From an optimization exercise on the open Yosys and OpenROAD flow, aimed at small area, a short achievable clock period and few clock cycles; shortcuts taken in it are not production practice.
RTL that was checked went through simulation tests only; none was proved equivalent to the original.
The RTL of run 1 was laid out without a check of its function.
Power and IR drop assume default switching activity.

[flow/config.mk]
export PLATFORM = sky130hd
export DESIGN_NAME = l1_dcache_top
export DESIGN_NICKNAME = l1_dcache_top
export VERILOG_FILES = /design/flow/design.v
export SDC_FILE = /design/flow/constraint.sdc
export NUM_CORES = 4
export LEC_CHECK = 0
export ABC_CLOCK_PERIOD_IN_PS = 3000
export CAP_MARGIN = 20
export CORE_MARGIN = 2
export CORE_UTILIZATION = 40
export SETUP_SLACK_MARGIN = 4
export SLEW_MARGIN = 20
[flow/constraint.sdc]
create_clock -name core_clock -period 8.0 [get_ports {clk}]
set_input_delay 1.6000 -clock core_clock [delete_from_list [all_inputs] [get_ports {clk}]]
set_output_delay 1.6000 -clock core_clock [all_outputs]
set_load 0.01 [all_outputs]
[flow/run.sh]
#!/bin/bash
# synth_recipe.tcl (not shown) runs the flow's synth.tcl, then flattens the netlist and writes it again
# the make line also repeats each setting of config.mk as NAME=value (left out here)
make -C /OpenROAD-flow-scripts/flow DESIGN_CONFIG=/design/flow/config.mk WORK_HOME=/design/flow/orfs CLKGATE_MAP_FILE= SYNTH_SCRIPT=/design/flow/synth_recipe.tcl finish
[flow/design.v]
`timescale 1ns/1ns
`default_nettype none
package l1_cache_pkg;
    localparam int ADDR_W   = 32;
    localparam int DATA_W   = 32;
    localparam int OFFSET_W = 2;
    localparam int INDEX_W  = 4;
    localparam int SETS     = 16;
    localparam int WAYS     = 2;
    localparam int TAG_W    = ADDR_W - INDEX_W - OFFSET_W;
endpackage
`default_nettype wire
`timescale 1ns/1ns
`default_nettype none
module l1_dcache_top (
    input  logic        clk,
    input  logic        arst_n,
    input  logic        cpu_valid,
    output logic        cpu_ready,
    input  logic        cpu_op,
    input  logic [31:0] cpu_addr,
    input  logic [31:0] cpu_wdata,
    output logic        rsp_valid,
    output logic [31:0] rsp_rdata,
    output logic        lv2_req_valid,
    input  logic        lv2_req_ready,
    output logic        lv2_req_op,
    output logic [31:0] lv2_addr,
    output logic [31:0] lv2_wdata,
    input  logic        lv2_rsp_valid,
    input  logic [31:0] lv2_rsp_rdata
);
    localparam int TW = l1_cache_pkg::TAG_W;
    localparam int IW = l1_cache_pkg::INDEX_W;
    localparam int DW = l1_cache_pkg::DATA_W;
    localparam int NS = l1_cache_pkg::SETS;
    logic [TW-1:0] tag0 [NS];
    logic [TW-1:0] tag1 [NS];
    logic [DW-1:0] dmem [2*NS];      
    logic [NS-1:0] val0, val1;       
    logic [NS-1:0] dty0, dty1;       
    logic [NS-1:0] lru;              
    logic          q_full;           
    logic          q_op;
    logic [TW-1:0] q_tag;
    logic [IW-1:0] q_idx;
    logic [DW-1:0] q_wdata;
    logic          p_full;
    logic          p_op;
    logic [TW-1:0] p_tag;
    logic [IW-1:0] p_idx;
    logic [DW-1:0] p_wdata;
    logic          l_full;
    logic          l_wait;           
    logic          l_op;
    logic [TW-1:0] l_tag;
    logic [IW-1:0] l_idx;
    logic [DW-1:0] l_wdata;
    logic          l_hit;
    logic          l_way;
    logic          l_vdty;           
    logic [TW-1:0] l_vtag;           
    logic          e_busy;
    logic          e_wb;             
    logic          e_disc;           
    logic [TW-1:0] e_vtag;
    logic [TW-1:0] e_rtag;
    logic [IW-1:0] e_idx;
    logic [DW-1:0] e_wdata;
    logic [3:0]    disc_cnt;         
    logic          r_valid;
    logic [DW-1:0] r_data;
    logic          disc_ok;
    logic          l_exec;
    logic          l_fill;
    logic          l_done;
    logic          l_free;
    logic          l_newdty;
    logic [DW-1:0] rd_data;
    assign disc_ok  = (disc_cnt != 4'hf);
    assign l_exec   = l_full && !l_wait && (l_hit || (!e_busy && (!l_op || disc_ok)));
    assign l_fill   = l_wait && lv2_rsp_valid && (disc_cnt == 4'd0);
    assign l_done   = (l_exec && (l_hit || l_op)) || l_fill;
    assign l_free   = !l_full || l_done;
    assign l_newdty = l_op || (l_hit && l_vdty);
    assign rd_data  = dmem[{l_way, l_idx}];
    logic [TW-1:0] t0, t1;
    logic          same;
    logic          eq_l;
    logic          m0, m1;
    logic          v0c, v1c;
    logic          d0c, d1c;
    logic          lru_c;
    logic          pk_hit;
    logic          pk_way;
    assign t0    = tag0[p_idx];
    assign t1    = tag1[p_idx];
    assign same  = l_exec && (l_idx == p_idx);
    assign eq_l  = (p_tag == l_tag);
    assign m0    = (same && !l_way) ? eq_l : (val0[p_idx] && (p_tag == t0));
    assign m1    = (same &&  l_way) ? eq_l : (val1[p_idx] && (p_tag == t1));
    assign v0c   = val0[p_idx] || (same && !l_way);
    assign v1c   = val1[p_idx] || (same &&  l_way);
    assign d0c   = (same && !l_way) ? l_newdty : (val0[p_idx] && dty0[p_idx]);
    assign d1c   = (same &&  l_way) ? l_newdty : (val1[p_idx] && dty1[p_idx]);
    assign lru_c = same ? l_way : lru[p_idx];
    assign pk_hit = m0 || m1;
    always_comb begin
        if (m0)        pk_way = 1'b0;
        else if (m1)   pk_way = 1'b1;
        else if (!v0c) pk_way = 1'b0;
        else if (!v1c) pk_way = 1'b1;
        else           pk_way = !lru_c;
    end
    logic p_load;
    assign cpu_ready = !q_full;
    assign p_load    = !p_full || l_free;
    always_ff @(posedge clk or negedge arst_n) begin
        if (!arst_n) begin
            p_full <= 1'b0;
            q_full <= 1'b0;
        end else begin
            if (p_load) begin
                p_full <= q_full || cpu_valid;
            end
            if (p_load) begin
                q_full <= 1'b0;
            end else if (!q_full) begin
                q_full <= cpu_valid;
            end
        end
    end
    always_ff @(posedge clk) begin
        if (p_load) begin
            if (q_full) begin
                p_op    <= q_op;
                p_tag   <= q_tag;
                p_idx   <= q_idx;
                p_wdata <= q_wdata;
            end else begin
                p_op    <= cpu_op;
                p_tag   <= cpu_addr[31 -: TW];
                p_idx   <= cpu_addr[2 +: IW];
                p_wdata <= cpu_wdata;
            end
        end
        if (!q_full) begin
            q_op    <= cpu_op;
            q_tag   <= cpu_addr[31 -: TW];
            q_idx   <= cpu_addr[2 +: IW];
            q_wdata <= cpu_wdata;
        end
    end
    always_ff @(posedge clk or negedge arst_n) begin
        if (!arst_n) begin
            l_full <= 1'b0;
            l_wait <= 1'b0;
        end else if (l_free) begin
            l_full <= p_full;
            l_wait <= 1'b0;
        end else if (l_exec) begin
            l_wait <= 1'b1;
        end
    end
    always_ff @(posedge clk) begin
        if (l_free) begin
            l_op    <= p_op;
            l_tag   <= p_tag;
            l_idx   <= p_idx;
            l_wdata <= p_wdata;
            l_hit   <= pk_hit;
            l_way   <= pk_way;
            l_vdty  <= pk_way ? d1c : d0c;
            l_vtag  <= pk_way ? t1 : t0;
        end
    end
    always_ff @(posedge clk or negedge arst_n) begin
        if (!arst_n) begin
            val0 <= '0;
            val1 <= '0;
            lru  <= '0;
        end else if (l_exec) begin
            if (l_way) val1[l_idx] <= 1'b1;
            else       val0[l_idx] <= 1'b1;
            lru[l_idx] <= l_way;
        end
    end
    always_ff @(posedge clk) begin
        if (l_exec) begin
            if (l_way) begin
                tag1[l_idx] <= l_tag;
                dty1[l_idx] <= l_newdty;
            end else begin
                tag0[l_idx] <= l_tag;
                dty0[l_idx] <= l_newdty;
            end
        end
    end
    always_ff @(posedge clk) begin
        if (l_wait) begin
            dmem[{l_way, l_idx}] <= lv2_rsp_rdata;
        end else if (l_exec && l_op) begin
            dmem[{l_way, l_idx}] <= l_wdata;
        end
    end
    always_ff @(posedge clk or negedge arst_n) begin
        if (!arst_n) begin
            r_valid <= 1'b0;
        end else begin
            r_valid <= l_done;
        end
    end
    always_ff @(posedge clk) begin
        if (l_wait)    r_data <= lv2_rsp_rdata;
        else if (l_op) r_data <= l_wdata;
        else           r_data <= rd_data;
    end
    assign rsp_valid = r_valid;
    assign rsp_rdata = r_data;
    always_ff @(posedge clk or negedge arst_n) begin
        if (!arst_n) begin
            e_busy <= 1'b0;
            e_wb   <= 1'b0;
        end else if (!e_busy) begin
            e_busy <= l_exec && !l_hit;
            e_wb   <= l_vdty;
        end else if (lv2_req_ready) begin
            if (e_wb) e_wb   <= 1'b0;
            else      e_busy <= 1'b0;
        end
    end
    always_ff @(posedge clk) begin
        if (!e_busy) begin
            e_disc  <= l_op;
            e_vtag  <= l_vtag;
            e_rtag  <= l_tag;
            e_idx   <= l_idx;
            e_wdata <= rd_data;
        end
    end
    always_ff @(posedge clk or negedge arst_n) begin
        if (!arst_n) begin
            disc_cnt <= 4'd0;
        end else begin
            disc_cnt <= disc_cnt
                      + {3'd0, (e_busy && !e_wb && e_disc && lv2_req_ready)}
                      - {3'd0, (lv2_rsp_valid && (disc_cnt != 4'd0))};
        end
    end
    assign lv2_req_valid = e_busy;
    assign lv2_req_op    = e_wb;
    assign lv2_addr      = {(e_wb ? e_vtag : e_rtag), e_idx, 2'b00};
    assign lv2_wdata     = e_wdata;
endmodule
`default_nettype wire
==> impl_metrics.yaml, run 1 <==
timing:
  tightestPinTransition_ps: 1100
  slew_headroom_pct: 26.2
  rsz0062_at_grt: "yes"
  period_share_pct: 50.6
  final_hold_viol_count: 0
  timing.fmax_ghz: 0.247
  min_period_ps: 4040
  maxSlewViolCount: 0
  setup_viol: 0
  setup_tns_ps: 0
  fin_skew_ps: 46.7
clock_tree:
  path_clk_slew_ps: 60
  ctsLongestPathBuffers: 3
  cts_buffers: 224
  cts-root-buf: "clkbuf_16"
  cts_hold_buf: 0
  cts_tree: "done"
  cts_sinks: 2295
  htree_levels: 4
  clk_latency_ps: 890
drt:
  met3_wirelength_mm: 16.0
  dr_wl_met2_mm: 108
  postRouteAntennaNets: 0
  routedWlPerCell_um: 29.6
  routed.top_layer: "met4"
  wl_mm: 226
  vias_per_cell: 5.63
  dr.pass1.iters: 5
  m1WireLength_mm: 94.9
  vias: 42876
  drc: 0
  drt_iter0_markers: 4688
hold_path:
  min_to: "l_wdata[10]"
  hp-start: "p_wdata[10]"
  holdPathStages: 0
  min_path_type: "reg -> reg"
logic_synthesis:
  synthFlopType: "edfxtp_1"
  yosysSeqAreaShare_pct: 76.4
  syn_area_um2: 88400
  synth.distinct_cells: 66
  ys_seq_elements: 2295
  async_flop_share_pct: 2.57
  ys_warn_count: 1
  avgSynthCellArea_um2: 21.9
  synth_edf_count: 2132
  synthCells: 4038
global_routing:
  grt_pass1_wl_mm: 319
  grt_use_total_pct: 20.0
  grt_pass1_vias: 43164
  antenna_found_initial: 14
  grt.overflow.total: 0
  grt_max_degree: 155
die:
  fp.dieW_um: 474
  io_pins: 202
  die_area_um2: 225000
  core-area_um2: 220000
  start_util_pct: 40.3
  die_h_um: 474
  num_rows: 172
final_layout:
  layout_commonest_cell: "edfxtp_1"
  multiInputGateArea_um2: 20500
  fin_area_um2: 103000
  final.fill_count: 17966
  layout_common_cells: "2132 x edfxtp_1, 570 x mux4_2, 225 x clkbuf_16"
  drive_gt1_share_pct: 30.5
  area_growth_pct: 16.8
  register_area_um2: 67600
  utilization_pct: 47.0
  layout.nets: 4571
place:
  dpl_cell_area_um2: 94800
  dp_hpwl_mm: 122
  gp_congestion: 0.837
  portBuffers: 197
worst_setup_path:
  r2r_slack_ps: 3980
  cp-start-kind: "flip-flop"
  r2r_end: "l_vtag[25]"
  cp.arrival_ps: 2440
  reg2regPathDepth: 13
  critPathMaxFanout: 30
  endpoint_kind: "output pin"
  required_ps: 6400
  crit_type: "reg -> out"
power:
  seqPwrFrac_pct: 42.2
  peakVddDrop_mv: 0.265
  switchingPower_w: 0.0113
  p_leak_nw: 33.1
  clkPwrFrac_pct: 27.6
  switching_share_pct: 30.3
  combPwrFrac_pct: 30.2
  p_per_area_nw_per_um2: 361
  internal_power_w: 0.0260
run:
  drv_cap: 0
status:
  status: "finished clean"
worst max-delay path, cell delays in order, from the launching register on:
cell,delay [ps]
dfrtp_1,370
buf_12,210
mux2_2,450
clkdlybuf4s50_1,520
metrics by stage:
step                cells  power (W)  hold WS [ps]  setup slack (ps)
floorplan            4039     0.0226           400              4170
global placement     7107     0.0264           402              2380
detailed placement   7108     0.0265           405              2390
CTS                  7566     0.0374           386              3880
global route         7605     0.0387           411              3890
finish               7610     0.0373           401              3960
power groups by stage:
stage / combinational, W / clock (W) / sequential [W]
after floorplan: 0.00697 / 0 / 0.0157
after global placement: 0.0102 / 0 / 0.0162
after detailed placement: 0.0103 / 0 / 0.0162
after CTS: 0.0111 / 0.0105 / 0.0158
after global routing: 0.0119 / 0.0109 / 0.0159
final: 0.0113 / 0.0103 / 0.0158
sequential cells by signal, summed over array words and instances (netlist names), 32 cells and up, named ones only:
register / cells
dmem: 1024
e_wdata: 32
l_wdata: 32
p_wdata: 32
q_wdata: 32
r_data: 32
tag0: 416
tag1: 416
worst max path at each step:
stage          slack, ps          start  cells past startpoint      endpoint
2_1_floorplan       4170  lv2_rsp_valid                      6     flip-flop
3_3_place_gp        2380      flip-flop                     11     l_vtag[3]
3_5_place_dp        2390      flip-flop                     11     l_vtag[3]
4_1_cts             3880           e_wb                      3  lv2_addr[10]
5_1_grt             3890      flip-flop                     12     l_vtag[3]
6_report            3960           e_wb                      3  lv2_addr[19]
logic make-up after synthesis:
group	Yosys count	synth area share [%]
AOI/OAI and AO/OA	196	1.50
and+or+nand+nor	347	1.72
DFF	2295	76.4
adders and majority gates	13	0.192
muxes	862	18.1
buffers and inverters	234	1.19
other	1	0.00424
xor gates and xnor gates	90	0.891
Yosys cell counts, types with 8 or more instances:
library cell	count	area (µm²)
a21o_1	16	120
a21oi_1	8	40.0
a22o_1	16	140
a31o_2	22	193
buf_1	45	169
buf_2	31	155
buf_6	14	158
clkbuf_1	114	428
dfrtp_1	59	1480
dfxtp_1	104	2080
edfxtp_1	2132	64000
ha_1	12	150
inv_1	22	82.6
mux2_2	192	2160
mux2i_1	99	991
mux4_2	570	12800
nand2_1	165	619
nand2b_1	11	68.8
nand3_1	10	50.1
nand4_1	16	100
nor2_1	92	345
nor2b_1	11	68.8
nor3_1	15	75.1
o21ai_0	72	360
o22ai_1	8	50.1
xnor2_1	66	578
xor2_1	24	210
layer usage:
layer  global-route usage, %  vias up
li1                        -    17587
met1                    28.6    23345
met2                    31.9     1611
met3                    3.03      333
met4                    6.08        0
met5                       0        -
cell type report:
type	count	area share (%)
multi-input cells	1512	19.9
diodes	7	0.0170
repair buffers	400	4.01
clock buffers	290	5.75
well taps	2958	3.58
clock inverters	125	1.17
flip-flops and latches	2295	65.5
inverters	23	0.111
timing repair:
| item | CTS | global route |
|---|---|---|
| gates resized for setup | 59 | 23 |
| endpoints found under the setup margin | 93 | 111 |
| cloned | 6 | 1 |
| hold endpoints to repair | 0 | 0 |
| buffers inserted | 37 | 22 |
| pin swaps | 9 | 9 |
==> inputs of run 2 (changes only) <==
--- a/flow/design.v
+++ b/flow/design.v
@@ -40,11 +40,6 @@
     logic [NS-1:0] val0, val1;       
     logic [NS-1:0] dty0, dty1;       
     logic [NS-1:0] lru;              
-    logic          q_full;           
-    logic          q_op;
-    logic [TW-1:0] q_tag;
-    logic [IW-1:0] q_idx;
-    logic [DW-1:0] q_wdata;
     logic          p_full;
     logic          p_op;
     logic [TW-1:0] p_tag;
@@ -112,43 +107,22 @@
         else if (!v1c) pk_way = 1'b1;
         else           pk_way = !lru_c;
     end
-    logic p_load;
-    assign cpu_ready = !q_full;
-    assign p_load    = !p_full || l_free;
+    assign cpu_ready = !p_full || !l_full || (l_exec && (l_hit || l_op));
     always_ff @(posedge clk or negedge arst_n) begin
         if (!arst_n) begin
             p_full <= 1'b0;
-            q_full <= 1'b0;
-        end else begin
-            if (p_load) begin
-                p_full <= q_full || cpu_valid;
-            end
-            if (p_load) begin
-                q_full <= 1'b0;
-            end else if (!q_full) begin
-                q_full <= cpu_valid;
-            end
-        end
-    end
-    always_ff @(posedge clk) begin
-        if (p_load) begin
-            if (q_full) begin
-                p_op    <= q_op;
-                p_tag   <= q_tag;
-                p_idx   <= q_idx;
-                p_wdata <= q_wdata;
-            end else begin
-                p_op    <= cpu_op;
-                p_tag   <= cpu_addr[31 -: TW];
-                p_idx   <= cpu_addr[2 +: IW];
-                p_wdata <= cpu_wdata;
-            end
-        end
-        if (!q_full) begin
-            q_op    <= cpu_op;
-            q_tag   <= cpu_addr[31 -: TW];
-            q_idx   <= cpu_addr[2 +: IW];
-            q_wdata <= cpu_wdata;
+        end else if (cpu_ready) begin
+            p_full <= cpu_valid;
+        end else if (l_free) begin
+            p_full <= 1'b0;
+        end
+    end
+    always_ff @(posedge clk) begin
+        if (cpu_ready) begin
+            p_op    <= cpu_op;
+            p_tag   <= cpu_addr[31 -: TW];
+            p_idx   <= cpu_addr[2 +: IW];
+            p_wdata <= cpu_wdata;
         end
     end
     always_ff @(posedge clk or negedge arst_n) begin
--- a/flow/config.mk
+++ b/flow/config.mk
@@ -5,9 +5,7 @@
 export SDC_FILE = /design/flow/constraint.sdc
 export NUM_CORES = 4
 export LEC_CHECK = 0
-export ABC_CLOCK_PERIOD_IN_PS = 3000
 export CAP_MARGIN = 20
 export CORE_MARGIN = 2
 export CORE_UTILIZATION = 40
-export SETUP_SLACK_MARGIN = 4
 export SLEW_MARGIN = 20
==> run 2 against run 1 <==
Effect of this change:
- still clean
- die area fell by 1.6%
- synthesized cell count grew 2.2%
- critical path depth increased by 3
==> impl_metrics.yaml, run 2 <==
die:
  num_rows: 171
  fp.dieW_um: 470
  core-area_um2: 217000
  die_h_um: 470
  start_util_pct: 40.1
  die_area_um2: 221000
  io_pins: 202
logic_synthesis:
  yosysSeqAreaShare_pct: 76.2
  synth.area.top_cells: "edfxtp_1 74%, mux4_2 13%, dfrtp_1 1.7%, mux2_2 1.6%, mux2i_1 1.6%"
  synth.distinct_cells: 78
  synth.most_common_cell: "edfxtp_1"
  avgSynthCellArea_um2: 21.1
  ys_warn_count: 1
  async_flop_share_pct: 2.60
  synth_largest_area_cell: "edfxtp_1"
  synthCells: 4128
  yosys-top-cells-count: "2132 x edfxtp_1, 509 x mux4_2, 185 x nand2_1, 135 x mux2i_1, 126 x mux2_2"
  yosysTopAreaCellShare_pct: 73.6
  syn_area_um2: 87000
  ys_seq_elements: 2231
  synthFlopType: "edfxtp_1"
  synth_edf_count: 2132
drt:
  routedWlPerCell_um: 30.7
  drc: 0
  dr.pass1.iters: 5
  dr_wl_met2_mm: 108
  met3_wirelength_mm: 16.5
  m1WireLength_mm: 99.0
  vias: 43414
  drt_iter0_markers: 5099
  postRouteAntennaNets: 0
  routed.top_layer: "met5"
  wl_mm: 230
  vias_per_cell: 5.79
place:
  dpl_cell_area_um2: 92900
  dp_hpwl_mm: 124
  gp_congestion: 0.795
  portBuffers: 197
timing:
  fin_skew_ps: 58.3
  timing.fmax_ghz: 0.165
  setup_viol: 0
  setup_tns_ps: 0
  final_hold_viol_count: 0
  min_period_ps: 6050
  period_share_pct: 75.7
  rsz0062_at_grt: "no"
  maxSlewViolCount: 0
  tightestPinTransition_ps: 1170
  slew_headroom_pct: 22.1
  hold_ws_ps: 379
final_layout:
  reg.largest.list: "dmem x1024, tag0 x416, tag1 x416"
  register_area_um2: 66300
  final.fill_count: 17895
  layout.nets: 4565
  drive_gt1_share_pct: 25.9
  largest_reg_flops: 1024
  layout_common_cells: "2132 x edfxtp_1, 509 x mux4_2, 224 x clkbuf_16"
  fin_area_um2: 100000
  top_register: "dmem"
  multiInputGateArea_um2: 19900
  area_growth_pct: 15.3
  layout_commonest_cell: "edfxtp_1"
clock_tree:
  ctsLongestPathBuffers: 3
  cts_setup_buffers: 0
  cts_buffers: 220
  path_clk_slew_ps: 60
  clk_latency_ps: 870
  cts_sinks: 2231
  cts-root-buf: "clkbuf_16"
  cts_tree: "done"
  cts_resized: 0
  htree_levels: 4
  cts_hold_buf: 0
global_routing:
  grt.overflow.total: 0
  grt_pass1_wl_mm: 325
  grt_max_degree: 105
  grt_use_total_pct: 20.6
  antenna_found_initial: 10
  grt_pass1_vias: 43443
worst_setup_path:
  endpoint_kind: "output pin"
  critPathMaxFanout: 70
  path_delay_family: "compound AO/OA/AOI/OAI gates"
  critPathBufInv: 2
  crit_type: "reg -> out"
  reg2regPathDepth: 12
  required_ps: 6400
  cp.arrival_ps: 4450
  slowest_delay_ps: 830
  path_depth: 6
  crit_chain: "nor2b_1 > o21a_1 > nand2_4 > o2111a_1 > inv_4 > clkdlybuf4s50_1"
  cp-start-kind: "flip-flop"
  critPathSlowestCell: "dfrtp_4"
power:
  internal_power_w: 0.0279
  switching_share_pct: 33.8
  p_per_area_nw_per_um2: 420
  peakVddDrop_mv: 0.287
  seqPwrFrac_pct: 42.8
  clkPwrFrac_pct: 24.7
  combPwrFrac_pct: 32.6
  switchingPower_w: 0.0142
  p_leak_nw: 32.2
hold_path:
  min_path_type: "reg -> reg"
  holdPathStages: 0
status:
  status: "finished clean"
run:
  drv_cap: 0
## run 2: cell types whose count changed after synthesis, sizes merged, moves of 15 or more
cell and delta:
mux2i +36, nor2 +29, nand2 +20, mux2 -63, a21oi +26, xnor2 -17
dfxtp -63, mux4 -60, buf +19, xor2 +15, a22oi +21
## run 2: per-layer routing
| metal | global-route usage [%] | vias to the layer above |
|---|---|---|
| met5 | 0 | - |
| met4 | 6.20 | 8 |
| met3 | 3.08 | 314 |
| met2 | 32.2 | 1780 |
| met1 | 30.1 | 23592 |
| li1 | - | 17720 |
## run 2: worst paths after layout
path | slack (ps) | end | startpoint
max | 1950 | cpu_ready | l_wait
min | 380 | l_wdata[31] | p_wdata[31]
max reg2reg | 2030 | l_vtag[4] | flip-flop
min reg2reg | 380 | l_wdata[31] | p_wdata[31]
max in group asynchronous | 6480 | l_wait | arst_n
min in group asynchronous | 940 | val0[12] | arst_n
## run 2: cell type report
class | instances | share of cell area (%)
Antenna cell | 6 | 0.0150
Clock buffer | 274 | 5.81
Clock inverter | 135 | 1.42
Inverter | 24 | 0.0973
Multi-Input combinational cell | 1644 | 19.9
Sequential cell | 2231 | 66.1
Tap cell | 2854 | 3.56
Timing Repair Buffer | 329 | 3.13
## run 2: per-stage QoR
stage / cells / utilization (%) / total power, W / setup WS, ps
floorplan: 4129 / - / 0.0264 / 2620
global route: 7496 / 46.3 / 0.0438 / 1750
finish: 7497 / 46.3 / 0.0421 / 1950
global placement: 7070 / 42.8 / 0.0317 / 2120
detailed placement: 7070 / 42.8 / 0.0320 / 2140
CTS: 7479 / 46.2 / 0.0424 / 1860
## run 2: cells by family after synthesis
family,Yosys count,share of synthesized area (%)
buffers and inverters,254,1.40
AND/OR/NAND/NOR,465,2.45
other,1,0.00431
XOR/XNOR,88,0.886
flip-flops,2231,76.2
multiplexers,775,16.5
AO/OA/AOI/OAI,301,2.40
adder cells (fa/ha/maj),13,0.196
## run 2: power by group through the flow
stage | Sequential (W) | Combinational (W) | Clock [W]
floorplan | 0.0175 | 0.00885 | 0
global placement | 0.0183 | 0.0134 | 0
detailed placement | 0.0185 | 0.0135 | 0
CTS | 0.0182 | 0.0136 | 0.0106
global route | 0.0182 | 0.0146 | 0.0110
finish | 0.0180 | 0.0137 | 0.0104
Testbench counts of run 2, summed over its fixed seeds: cycles 48,086.

==> what the ideal ports hide <==
Ports are ideal in the flow. The routed layouts listed here were re-timed in OpenROAD.
Step 1 assumes that a clkbuf_16 drives the clock port and a buf_2 every other input.
Step 2 adds t to the input delays and takes it off the output delays; t is the mean of the earliest and latest rising clock arrival at the registers after step 1. Input paths then give back, and output paths get back, about the clock's delay inside the block.
Three values: ideal, step 1, step 2; two values: the first two.
run	shift t [ns]	setup WS [ns]	worst hold slack (ns)	slew at the worst register clock pin (ns)	pins driven straight from the clock port
run 1	0.950	3.955 / 3.869 / 3.477	0.401 / 0.401 / 0.401	0.07 / 0.07	1
run 2	0.926	1.945 / 1.858 / 2.029	0.379 / 0.379 / 0.379	0.06 / 0.06	1
After both steps every run listed still meets setup and hold. For run 1, which loses most, drivers alone change the setup slack by -0.086 ns; drivers and shift together by -0.478 ns.
